From an optimization exercise on the open Yosys and OpenROAD flow, aimed at small area and a short achievable clock period; shortcuts taken in it are not production practice. At most, simulation tests tie the RTL to the original design; equivalence was not proved. Power figures rest on the tool's default switching activity, not on a simulated workload.

run 1:
// axi4s2v
module axi4s2v (
   input  logic                  pclk,
   input  logic                  prst_n,
   input  axis_pkg::axis_word_t  tdata,
   input  logic                  tvalid,
   input  logic                  tlast,
   output logic                  tready,
   output logic                  tuser,
   input  logic                  i_fstr,
   input  logic                  i_fend,
   input  logic                  i_vstr,
   input  logic                  i_vend,
   input  logic                  i_hstr,
   input  logic                  i_hend,
   input  logic                  i_href,
   output logic                  o_fstr,
   output logic                  o_fend,
   output logic                  o_vstr,
   output logic                  o_vend,
   output logic                  o_hstr,
   output logic                  o_hend,
   output logic                  o_href,
   output video_pkg::pixel_t     o_pdat,
   output video_pkg::vcnv_sts_t  o_vcnv_sts
);
   logic fifo_full;
   logic fifo_push;
   logic in_fblk;
  ...
Settings: LEC_CHECK=0, ABC_CLOCK_PERIOD_IN_PS=1500, CAP_MARGIN=20, CORE_MARGIN=2, CORE_UTILIZATION=40, CTS_CLUSTER_DIAMETER=100, CTS_CLUSTER_SIZE=25, SETUP_SLACK_MARGIN=1.6, SLEW_MARGIN=20; clock period 3.3 ns.
standard.sh (not shown) runs the stock make flow with config.mk's settings and CLKGATE_MAP_FILE= SYNTH_SCRIPT=/design/flow/synth_recipe.tcl, a recipe that flattens the netlist after the stock synthesis.
==> flow/flow/run.sh <==
#!/bin/bash
# Layout flow: the standard flow, with clock tree synthesis told not to add
# dummy balancing loads and the port buffers made with a plain buffer cell
set -o pipefail
bash standard.sh \
  CTS_ARGS="-sink_clustering_enable -repair_clock_nets -sink_clustering_size 25 -sink_clustering_max_diameter 100 -dont_use_dummy_load" \
  BUFFER_PORTS_ARGS="-buffer_cell sky130_fd_sc_hd__buf_2" \
  finish > standard.log 2>&1
Run 1 finished end to end and its layout was clean on timing, DRC and antenna.
#### Input delta (run 2 over run 1)
Settings: swapping 1.6 for 1.5 in SETUP_SLACK_MARGIN; swapping 40 for 50 in CORE_UTILIZATION.
- Result: PASS for each of run 2 and run 1
- When run 2 is set beside run 1, its worst-case clock skew turns out to be 0.036 ns smaller.
- Run 2: power share of the combinational group is 0.2 points lower than what run 1 reported.
- Run 2 vs run 1 — routed wire length dropped by a little under 10%
- Minimum period implied by the final worst setup slack: run 2 better than run 1
- In terms of number of buffers inserted by hold repair at cts, run 1 and run 2 differ only marginally.
- Total number of tap cells sits lower in run 2 than in run 1.
- Going from run 1 to run 2, worst path arrival time shrinks by 0.05 ns.
Edits applied to the flow inputs when going from run 2 to run 3:
Settings: swapping 50 for 40 in CORE_UTILIZATION.
Notes after the runs:
- Max sequential share of layout area across run 2 and run 3: run 2
- Between run 2 and run 3, the final routed wire length divided by cell count is higher for run 2.
- Fraction of met3 tracks used by global routing, run 2 and run 3, lower one = run 3.
- In terms of maximum frequency, run 3 and run 2 differ only marginally.
- ~same period utilization in run 2 and run 3
- In run 3, the first-iteration DRC count came out about 4.3% below the value in run 2.
- Compared run 3 vs run 2, and combinational power is up in run 3.
- Max transition time of the tightest slew-check pin across run 2 and run 3: run 2
- | proportion of cell area spent on the clock network | run 2 vs run 3 | ≈ equal |
- Looking at critical path endpoint, the unpack.word_sr[18] result is from run 3; the fifo.mem[839] one comes from run 2.
No run of this note included a check of the RTL's function; only the layout flow was run.

* * *

JK:
axi4s2v, a different RTL version from the one above (not shown whole).
Size: about 3600 cells after synthesis, roughly 1100 flip-flops, ~65 I/O pins.
Settings: LEC_CHECK=0, ABC_AREA=1, ABC_CLOCK_PERIOD_IN_PS=1500, CAP_MARGIN=20, CORE_MARGIN=2, CORE_UTILIZATION=40, CTS_CLUSTER_DIAMETER=100, CTS_CLUSTER_SIZE=25, SETUP_SLACK_MARGIN=1.5, SLEW_MARGIN=20; clock period 3.3 ns.
run.sh (not shown) runs the stock make flow with config.mk's settings and CLKGATE_MAP_FILE= SYNTH_SCRIPT=/design/flow/synth_recipe.tcl, a recipe that flattens the netlist after the stock synthesis.
Stock flow here: none of the scripts above is used.
JK finished every stage and its layout cleared the timing, design-rule and antenna checks.
Input-level comparison between MS and JK:
# JK
export LEC_CHECK = 0
export ABC_AREA = 1
export ABC_CLOCK_PERIOD_IN_PS = 1500
export CAP_MARGIN = 20
export CORE_MARGIN = 2
export CORE_UTILIZATION = 40
export CTS_CLUSTER_DIAMETER = 100
export CTS_CLUSTER_SIZE = 25
export SETUP_SLACK_MARGIN = 1.5
export SLEW_MARGIN = 20
create_clock -name core_clock -period 3.3 [get_ports {pclk}]
# MS
export LEC_CHECK = 0
export ABC_CLOCK_PERIOD_IN_PS = 1500
export CAP_MARGIN = 20
export CORE_MARGIN = 2
export CORE_UTILIZATION = 40
export CTS_CLUSTER_DIAMETER = 100
export CTS_CLUSTER_SIZE = 25
export GPL_TIMING_DRIVEN = 0
export SETUP_SLACK_MARGIN = 1.5
export SLEW_MARGIN = 20
create_clock -name core_clock -period 3.3 [get_ports {pclk}]
==> flow/flow/run.sh (new file) <==
#!/bin/bash
# Layout flow: the standard flow, with clock tree synthesis told not to add
# dummy balancing loads and the port buffers made with a plain buffer cell
set -o pipefail
bash standard.sh \
  CTS_ARGS="-sink_clustering_enable -repair_clock_nets -sink_clustering_size 25 -sink_clustering_max_diameter 100 -dont_use_dummy_load" \
  BUFFER_PORTS_ARGS="-buffer_cell sky130_fd_sc_hd__buf_2" \
  finish > standard.log 2>&1
==> flow/standard.sh (new file) <==
#!/bin/bash
# synth_recipe.tcl (not shown) runs the flow's synth.tcl, then flattens the netlist and writes it again
# the make line also repeats each setting of config.mk as NAME=value (left out here)
make -C /OpenROAD-flow-scripts/flow DESIGN_CONFIG=/design/flow/config.mk WORK_HOME=/design/flow/orfs CLKGATE_MAP_FILE= SYNTH_SCRIPT=/design/flow/synth_recipe.tcl "${@:-finish}"
removed: flow/run.sh
Results
MS: done, clean on timing, DRC and antenna
In MS the part of the total power dissipated in the clock network turned out 1.0 points lower than in JK.
Against JK, MS comes in 0.14 ns higher on worst slack at placement.
JK leaves more setup margin than MS.
MS against JK; clock power is down by a little under 10%.
Measured against each other, MS and JK differ in area growth from synthesis to layout, the higher figure coming from MS.
Capturing element of the worst setup path = tready: JK; capturing element of the worst setup path = fifo.rdy_q$_SDFF_PN0_: MS
The inputs of AL differ from those of MS as listed below.
# MS
export LEC_CHECK = 0
export ABC_CLOCK_PERIOD_IN_PS = 1500
export CAP_MARGIN = 20
export CORE_MARGIN = 2
export CORE_UTILIZATION = 40
export CTS_CLUSTER_DIAMETER = 100
export CTS_CLUSTER_SIZE = 25
export GPL_TIMING_DRIVEN = 0
export SETUP_SLACK_MARGIN = 1.5
export SLEW_MARGIN = 20
create_clock -name core_clock -period 3.3 [get_ports {pclk}]
# AL
export LEC_CHECK = 0
export ABC_CLOCK_PERIOD_IN_PS = 1500
export CAP_MARGIN = 20
export CORE_MARGIN = 2
export CORE_UTILIZATION = 40
export CTS_CLUSTER_DIAMETER = 100
export CTS_CLUSTER_SIZE = 25
export SETUP_SLACK_MARGIN = 1.5
export SLEW_MARGIN = 20
create_clock -name core_clock -period 3.3 [get_ports {pclk}]
diff --git a/flow/flow/run.sh b/flow/flow/run.sh
--- a/flow/flow/run.sh
+++ b/flow/flow/run.sh
@@ -6,3 +6,4 @@
   CTS_ARGS="-sink_clustering_enable -repair_clock_nets -sink_clustering_size 25 -sink_clustering_max_diameter 100 -dont_use_dummy_load" \
   BUFFER_PORTS_ARGS="-buffer_cell sky130_fd_sc_hd__buf_2" \
+  RECOVER_POWER=100 \
   finish > standard.log 2>&1
## What came out
Completing all stages was not enough for AL: its layout failed the final checks because of max-capacitance violations, max-slew violations. Diff MS -> AL: sequential power ~0 delta, area of the die comparable, final worst-path cycle share rose by 24 points.
Changes in TR relative to AL:
diff --git a/flow/flow/run.sh b/flow/flow/run.sh
--- a/flow/flow/run.sh
+++ b/flow/flow/run.sh
@@ -6,4 +6,3 @@
   CTS_ARGS="-sink_clustering_enable -repair_clock_nets -sink_clustering_size 25 -sink_clustering_max_diameter 100 -dont_use_dummy_load" \
   BUFFER_PORTS_ARGS="-buffer_cell sky130_fd_sc_hd__buf_2" \
-  RECOVER_POWER=100 \
   finish > standard.log 2>&1
Results
TR: done, clean on timing, DRC and antenna. Comparing TR and AL, the higher worst max-slew margin expressed relative to the limit was measured on TR. Routed length on met3 (TR over AL): decrease, 320 um. Going from AL to TR, detailed-router iteration count before antenna repair fell 1; total power held. Between AL and TR, the relative contribution of combinational cells to total power does not differ in any meaningful way. Re combinational power: TR and AL aren't equal, and the lower value belongs to AL. The run with more setup slack is TR; AL has less. Compared with AL, TR shows a lower count of max-cap constraint violations. Looking at TR and AL, the wire length is a wash. | via count | AL vs TR | ≈ equal |. Shortest period the worst path allows in TR is 0.83 ns below AL.

* * *

axi4s2v, a different RTL version from the one above (not shown whole).
Size: roughly 2300 cells after synthesis, roughly 41000 sq um of cells after synthesis.
export LEC_CHECK = 0
export ABC_CLOCK_PERIOD_IN_PS = 1500
export CAP_MARGIN = 20
export CORE_MARGIN = 2
export CORE_UTILIZATION = 40
export CTS_CLUSTER_DIAMETER = 100
export CTS_CLUSTER_SIZE = 25
export SETUP_SLACK_MARGIN = 1.5
export SLEW_MARGIN = 20
create_clock -name core_clock -period 3.3 [get_ports {pclk}]
standard.sh (not shown) runs the stock make flow with config.mk's settings and CLKGATE_MAP_FILE= SYNTH_SCRIPT=/design/flow/synth_recipe.tcl, a recipe that flattens the netlist after the stock synthesis.
==> flow/flow/run.sh <==
#!/bin/bash
# Layout flow: the standard flow, with clock tree synthesis told not to add
# dummy balancing loads and the port buffers made with a plain buffer cell
set -o pipefail
bash standard.sh \
  CTS_ARGS="-sink_clustering_enable -repair_clock_nets -sink_clustering_size 25 -sink_clustering_max_diameter 100 -dont_use_dummy_load" \
  BUFFER_PORTS_ARGS="-buffer_cell sky130_fd_sc_hd__buf_2" \
  finish > standard.log 2>&1
The first run finished with timing, DRC and antenna clean.
Next try:
--- a/flow/flow/run.sh
+++ b/flow/flow/run.sh
@@ -6 +6 @@
-  CTS_ARGS="-sink_clustering_enable -repair_clock_nets -sink_clustering_size 25 -sink_clustering_max_diameter 100 -dont_use_dummy_load" \
+  CTS_ARGS="-sink_clustering_enable -repair_clock_nets -sink_clustering_size 25 -sink_clustering_max_diameter 100 -dont_use_dummy_load -buf_list {sky130_fd_sc_hd__clkbuf_8 sky130_fd_sc_hd__clkbuf_16}" \
The changed run completed without violations.
Clock power stays flat.
Clock-buffer cell count does not change.
Total power is unchanged.
Worst setup slack does not change.
Non-clock buffer count does not change.
Utilization is unchanged.
Fmax is unchanged.
First-iteration DRC count stays the same.
Via count does not change.
Sequential power is about the same.
Hold slack does not change.
No run of this note included a check of the RTL's function; only the layout flow was run.

* * *

Setup of lane 1:
RTL: one of the versions met above, not the one the previous note started from.
Size: about 1,100 flip-flops, about 41,000 um2 of cells after synthesis.
## axi4s2v
module axi4s2v (
   input  logic                  pclk,
   input  logic                  prst_n,
   input  axis_pkg::axis_word_t  tdata,
   input  logic                  tvalid,
   input  logic                  tlast,
   output logic                  tready,
   output logic                  tuser,
   input  logic                  i_fstr,
   input  logic                  i_fend,
   input  logic                  i_vstr,
   input  logic                  i_vend,
   input  logic                  i_hstr,
   input  logic                  i_hend,
   input  logic                  i_href,
   output logic                  o_fstr,
   output logic                  o_fend,
   output logic                  o_vstr,
   output logic                  o_vend,
   output logic                  o_hstr,
   output logic                  o_hend,
   output logic                  o_href,
   output video_pkg::pixel_t     o_pdat,
   output video_pkg::vcnv_sts_t  o_vcnv_sts
);
==> flow/config.mk <==
export PLATFORM = sky130hd
export DESIGN_NAME = axi4s2v
export DESIGN_NICKNAME = axi4s2v
export VERILOG_FILES = /design/flow/design.v
export SDC_FILE = /design/flow/constraint.sdc
export NUM_CORES = 4
export LEC_CHECK = 0
export ABC_CLOCK_PERIOD_IN_PS = 1500
export CAP_MARGIN = 20
export CORE_MARGIN = 2
export CORE_UTILIZATION = 40
export CTS_CLUSTER_DIAMETER = 100
export CTS_CLUSTER_SIZE = 25
export PLACE_DENSITY = 0.8
export SETUP_SLACK_MARGIN = 1.5
export SLEW_MARGIN = 20
==> flow/constraint.sdc <==
create_clock -name core_clock -period 3.3 [get_ports {pclk}]
set_input_delay 0.6600 -clock core_clock [delete_from_list [all_inputs] [get_ports {pclk}]]
set_output_delay 0.6600 -clock core_clock [all_outputs]
set_load 0.01 [all_outputs]
==> flow/flow/run.sh <==
#!/bin/bash
# Layout flow: the standard flow, with clock tree synthesis told not to add
# dummy balancing loads and the port buffers made with a plain buffer cell
set -o pipefail
bash standard.sh \
  CTS_ARGS="-sink_clustering_enable -repair_clock_nets -sink_clustering_size 25 -sink_clustering_max_diameter 100 -dont_use_dummy_load" \
  BUFFER_PORTS_ARGS="-buffer_cell sky130_fd_sc_hd__buf_2" \
  finish > standard.log 2>&1
Here is what was changed in the inputs of lane 2 compared with lane 1.
- PLACE_DENSITY removed (was 0.8)
- CORE_UTILIZATION changed from 40 to 50
Findings:
Lane 2 reached the final stage; the timing, design-rule and antenna checks on its layout passed.
Share of final layout cell area taken by non-clock buffers: higher on lane 2
Summary of the comparison: global placer's final weighted congestion is higher in lane 2, relative to lane 1.
The final reports for lane 2 and lane 1 show total iterations of the first detailed-routing run lower in the former.
> inputs changed (lane 2 -> lane 3)
- CORE_UTILIZATION changed from 50 to 40
- SETUP_SLACK_MARGIN changed from 1.5 to 1.4
==> flow/run.sh (new file) <==
#!/bin/bash
# synth_recipe.tcl (not shown) runs the flow's synth.tcl, then flattens the netlist and writes it again
# the make line also repeats each setting of config.mk as NAME=value (left out here)
make -C /OpenROAD-flow-scripts/flow DESIGN_CONFIG=/design/flow/config.mk WORK_HOME=/design/flow/orfs CLKGATE_MAP_FILE= SYNTH_SCRIPT=/design/flow/synth_recipe.tcl finish
removed: flow/flow/run.sh
removed: flow/standard.sh
Findings:
Lane 3: count of multi-input gates is about 1% lower than what lane 2 reported. Higher post-route minimum period among lane 3 and lane 2: lane 3. Portion of the clock cycle consumed by the worst path in the final layout (higher): lane 3. Post-layout instance count excluding filler cells: higher on lane 3. Row count was lower in lane 2 than in lane 3.
--- input diff lane 3..lane 4 ---
- SETUP_SLACK_MARGIN changed from 1.4 to 1.5
- CORE_UTILIZATION changed from 40 to 60
==> flow/flow/run.sh (new file) <==
#!/bin/bash
# Layout flow: the standard flow, with clock tree synthesis told not to add
# dummy balancing loads and the port buffers made with a plain buffer cell
set -o pipefail
bash standard.sh \
  CTS_ARGS="-sink_clustering_enable -repair_clock_nets -sink_clustering_size 25 -sink_clustering_max_diameter 100 -dont_use_dummy_load" \
  BUFFER_PORTS_ARGS="-buffer_cell sky130_fd_sc_hd__buf_2" \
  finish > standard.log 2>&1
==> flow/standard.sh (new file) <==
#!/bin/bash
# synth_recipe.tcl (not shown) runs the flow's synth.tcl, then flattens the netlist and writes it again
# the make line also repeats each setting of config.mk as NAME=value (left out here)
make -C /OpenROAD-flow-scripts/flow DESIGN_CONFIG=/design/flow/config.mk WORK_HOME=/design/flow/orfs CLKGATE_MAP_FILE= SYNTH_SCRIPT=/design/flow/synth_recipe.tcl "${@:-finish}"
removed: flow/run.sh
Results
- Delta (lane 4 minus lane 3): synthesis-to-layout area growth fell by 0.57 points; post-route standard cell area excluding fillers fell by 230 um2; fmax rose by about 8%; routed wire length on met3 rose by 36%; total power fell by about 2%.
## Diff of input files: lane 5 against lane 4
- CORE_UTILIZATION now 40, was 60
==> flow/run.sh (new file) <==
#!/bin/bash
# synth_recipe.tcl (not shown) runs the flow's synth.tcl, then flattens the netlist and writes it again
# the make line also repeats each setting of config.mk as NAME=value (left out here)
make -C /OpenROAD-flow-scripts/flow DESIGN_CONFIG=/design/flow/config.mk WORK_HOME=/design/flow/orfs CLKGATE_MAP_FILE= SYNTH_SCRIPT=/design/flow/synth_recipe.tcl finish
removed: flow/flow/run.sh
removed: flow/standard.sh
Compared with lane 4, lane 5 shows a part of the total power dissipated in the clock network that is 1.5 points higher. Per the comparison of lane 5 with lane 4, final cell count went up, share of power burned in registers went down, sequential share of cell area went down, die area went up.

-- what the ideal ports hide --
The flow's constraints put no driver on any port. The routed layouts listed below were extracted and timed again, unchanged, in two steps. Step 1 (the two cells are an assumption about what drives the block):
set clk [get_ports {pclk}]
set_driving_cell -lib_cell sky130_fd_sc_hd__clkbuf_16 $clk
set_driving_cell -lib_cell sky130_fd_sc_hd__buf_2 [delete_from_list [all_inputs] $clk]
Step 2 adds t to the input delays and takes it off the output delays; t is the mean of the earliest and latest rising clock arrival at the registers after step 1. Input paths then give back, and output paths get back, about the clock's delay inside the block. Slacks: ideal / step 1 / step 2; pairs: ideal / step 1.
run	t, ns	slack for setup (ns)	hold slack, ns	slew at the worst register clock pin (ns)	worst slew at a driven data input, ns
run 1	0.734	1.340 / 1.340 / 0.953	0.210 / 0.160 / 0.262	0.11 / 0.11	0.14
run 2	0.697	1.461 / 1.437 / 1.101	0.179 / 0.127 / 0.330	0.10 / 0.10	0.14
run 3	0.714	1.463 / 1.428 / 1.085	0.227 / 0.174 / 0.334	0.10 / 0.10	0.14
JK	0.728	1.443 / 1.375 / 0.984	0.329 / 0.329 / 0.329	0.11 / 0.11	0.13
MS	0.728	1.436 / 1.362 / 0.993	0.184 / 0.132 / 0.333	0.11 / 0.11	0.10
AL	0.722	0.633 / 0.633 / 0.346	0.166 / 0.125 / 0.333	0.11 / 0.11	0.14
TR	0.720	1.465 / 1.394 / 0.961	0.166 / 0.124 / 0.333	0.10 / 0.10	0.15
the first run of note 3	0.711	1.413 / 1.413 / 1.104	0.195 / 0.161 / 0.435	0.10 / 0.10	0.13
the second run of note 3	0.711	1.413 / 1.413 / 1.104	0.195 / 0.161 / 0.435	0.10 / 0.10	0.13
lane 1	0.710	1.367 / 1.367 / 0.947	0.209 / 0.168 / 0.332	0.11 / 0.11	0.15
lane 2	0.705	1.470 / 1.401 / 1.071	0.167 / 0.117 / 0.334	0.10 / 0.10	0.12
lane 3	0.726	1.305 / 1.305 / 0.728	0.334 / 0.334 / 0.334	0.11 / 0.11	0.12
lane 4	0.713	1.451 / 1.394 / 1.037	0.185 / 0.141 / 0.337	0.10 / 0.10	0.17
lane 5	0.741	1.463 / 1.391 / 0.897	0.336 / 0.336 / 0.336	0.11 / 0.11	0.18
For lane 3, which loses most, drivers alone change the setup slack by 0.000 ns; drivers and shift together by -0.577 ns.
